Background: an optimization exercise with open tools, aiming at a short achievable clock period and few clock cycles. Do not read the settings as production practice. The RTL was checked by simulation tests, not by an equivalence proof against the original design. Power figures rest on the tool's default switching activity, not on a simulated workload.

Design mips_cpu_harvard, start of the top module:
module mips_cpu_harvard #(
  parameter logic [31:0] RESET_VECTOR = 32'hbfc0_0000
) (
  input  logic        clk,
  input  logic        rst_n,
  input  logic        clk_enable,
  output logic        active,
  output logic [31:0] register_v0,
  output logic [31:0] register_v3,
  output logic [31:0] instr_address,
  input  logic [31:0] instr_readdata,
  output logic [31:0] data_address,
  output logic        data_write,
  output logic        data_read,
  output logic [31:0] data_writedata,
  input  logic [31:0] data_readdata
);
clock: 10.5 ns
lec_check: 0
abc_clock_period_in_ps: 2000
cap_margin: 20
core_margin: 2
core_utilization: 30
place_density: 0.45
setup_slack_margin: 5.0
slew_margin: 20
synth_hierarchical: 1
synth_minimum_keep_size: 0
tns_end_percent: 10
run.sh (not shown) runs the stock make flow with config.mk's settings and CLKGATE_MAP_FILE= SYNTH_SCRIPT=/design/flow/synth_recipe.tcl, a recipe that flattens the netlist after the stock synthesis.
Testbench counts at the start, summed over its fixed seeds: cycles 13,385.
Rerun with:
--- a/flow/design.v
+++ b/flow/design.v
@@ -557,43 +557,35 @@
   mips_opnd u_op1a (.r(f1_rs), .rfv(r1a), .w1(x1w), .d1(x1dest), .v1(x1res), .w0(x0w), .d0(x0dest),
                     .v0(x0res), .ww(w1v), .dw(w1dest), .vw(w1res), .wm(m_ld), .dm(m_dest), .vm(data_readdata), .useimm(1'b0),
                     .imm(32'd0), .q(f1a), .q2(f1a_n));
   mips_opnd u_op1b (.r(f1_rt), .rfv(r1b), .w1(x1w), .d1(x1dest), .v1(x1res), .w0(x0w), .d0(x0dest),
                     .v0(x0res), .ww(w1v), .dw(w1dest), .vw(w1res), .wm(m_ld), .dm(m_dest), .vm(data_readdata), .useimm(d1_useimm),
                     .imm(d1_imm), .q(f1b), .q2(f1o2));
+  logic [9:0] na1i;
+  always_comb begin
+    if (pair) begin
+      if (f1_pt) na1i = f1_tgt[11:2] + 10'd1;
+      else if (hitb && fb_pt) na1i = fb_tgt[11:2];
+      else na1i = a1i + 10'd2;
+    end else if (tpair || !f0_pt) begin
+      if (hita && f1_pt) na1i = f1_tgt[11:2];
+      else na1i = a1i4;       
+    end else begin
+      na1i = f0_tgt[11:2] + 10'd1;
+    end
+  end
+  wire [9:0] ra1i = (x0go && x0mis) ? (x0_jr ? x0a[11:2] + 10'd1 : x0tk ? x0tgt[11:2] + 10'd1 : x0pc4[11:2] + 10'd1)
+                                    : (x1_jr ? x1a[11:2] + 10'd1 : x1tk ? x1tgt[11:2] + 10'd1 : x1pc4[11:2] + 10'd1);
   function automatic logic [31:0] bsel_o(input logic [5:0] a);
     bsel_o = 32'd1 << a[5:1];
   endfunction
   function automatic logic [31:0] bsel_e(input logic [5:0] a);
     logic [31:0] o;
     o = 32'd1 << a[5:1];
     bsel_e = a[0] ? {o[30:0], o[31]} : o;
   endfunction
-  wire [9:0] cA = pda[1] ? f1_jrt[11:2] + 10'd1 : pda[2] ? wa[9:0] + 10'd1 : tloa[9:0] + 10'd1;
-  wire [9:0] cB = fb_tgt[11:2];
-  wire [9:0] cC = a1i + 10'd2;
-  wire [9:0] cD = f1_tgt[11:2];
-  wire [9:0] cE = a1i4;                 
-  wire [9:0] cF = s0v ? s0tgt[11:2] + 10'd1 : f0_tgtm[11:2] + 10'd1;
-  wire sA = pair && f1_pt;
-  wire sB = pair && !f1_pt && hitb && fb_pt;
-  wire sC = pair && !f1_pt && !(hitb && fb_pt);
-  wire s1 = !pair && (tpair || !f0_pt);
-  wire sD = s1 && hita && f1_pt;
-  wire sE = s1 && !(hita && f1_pt);
-  wire sF = !pair && !(tpair || !f0_pt);
-  wire [9:0] na1i = ({10{sA}} & cA) | ({10{sB}} & cB) | ({10{sC}} & cC) |
-                    ({10{sD}} & cD) | ({10{sE}} & cE) | ({10{sF}} & cF);
-  wire [31:0] noo = ({32{sA}} & bsel_o(cA[5:0])) | ({32{sB}} & bsel_o(cB[5:0])) |
-                    ({32{sC}} & bsel_o(cC[5:0])) | ({32{sD}} & bsel_o(cD[5:0])) |
-                    ({32{sE}} & bsel_o(cE[5:0])) | ({32{sF}} & bsel_o(cF[5:0]));
-  wire [31:0] noe = ({32{sA}} & bsel_e(cA[5:0])) | ({32{sB}} & bsel_e(cB[5:0])) |
-                    ({32{sC}} & bsel_e(cC[5:0])) | ({32{sD}} & bsel_e(cD[5:0])) |
-                    ({32{sE}} & bsel_e(cE[5:0])) | ({32{sF}} & bsel_e(cF[5:0]));
-  wire [9:0] ra1i = (x0go && x0mis) ? (x0_jr ? x0a[11:2] + 10'd1 : x0tk ? x0tgt[11:2] + 10'd1 : x0pc4[11:2] + 10'd1)
-                                    : (x1_jr ? x1a[11:2] + 10'd1 : x1tk ? x1tgt[11:2] + 10'd1 : x1pc4[11:2] + 10'd1);
   wire [9:0] fq1i = fpc[11:2] + 10'd1;
   logic [31:0] ia_q;
   assign instr_address = ia_q;
   always_ff @(posedge clk or negedge rst_n) begin
     if (!rst_n) begin
       ia_q <= RESET_VECTOR;
@@ -613,14 +605,14 @@
         a1i  <= fq1i;
         oo   <= bsel_o(fq1i[5:0]);
         oe   <= bsel_e(fq1i[5:0]);
       end else begin
         ia_q <= s0v_next ? pf_next : f_next;
         a1i  <= na1i;
-        oo   <= noo;
-        oe   <= noe;
+        oo   <= bsel_o(na1i[5:0]);
+        oe   <= bsel_e(na1i[5:0]);
       end
     end
   end
   always_ff @(posedge clk or negedge rst_n) begin
     if (!rst_n) begin
       fpc    <= RESET_VECTOR;
=> This time the run completed and failed the layout checks on max-capacitance violations, max-slew violations; via count fell by 4.6%; final area decreases by 2.6%; synthesized cell count drops by 3.3%; total power came out higher by 9.6%; global-route usage falls by 2.0 points; first-iteration DRC count decreases by 5.5%; non-clock buffer count came out lower by 231; clock skew increases by 35 ps; cell count fell by 3.0%; count of clock-buffer cells in the layout is lower by 16; setup slack gets worse by 220 ps; sequential power climbs by 6.8%; wire length shrinks by 7.1%.
Testbench counts after the change, summed over its fixed seeds: cycles 13,385.

==> static timing again, ports no longer ideal <==
Ports are ideal in the flow. The routed layouts listed here were re-timed in OpenROAD. Step 1 (the two cells are an assumption about what drives the block):
set clk [get_ports {clk}]
set_driving_cell -lib_cell sky130_fd_sc_hd__clkbuf_16 $clk
set_driving_cell -lib_cell sky130_fd_sc_hd__buf_2 [delete_from_list [all_inputs] $clk]
Step 2 adds t to the input delays and takes it off the output delays; t is the mean of the earliest and latest rising clock arrival at the registers after step 1. Input paths then give back, and output paths get back, about the clock's delay inside the block. Three values: no drivers, after step 1, after step 2; two values: the first two.
| run | t, ns | setup WS [ns] | hold slack, ns | pins driven straight from the clock port |
|---|---|---|---|---|
| the first run | 1.377 | 4.250 / 4.071 / 2.695 | 0.383 / 0.383 / 0.383 | 1 |
| the second run | 1.399 | 4.032 / 4.165 / 2.766 | 0.379 / 0.379 / 0.379 | 1 |
For the first run, which loses most, drivers alone change the setup slack by -0.179 ns; drivers and shift together by -1.555 ns.
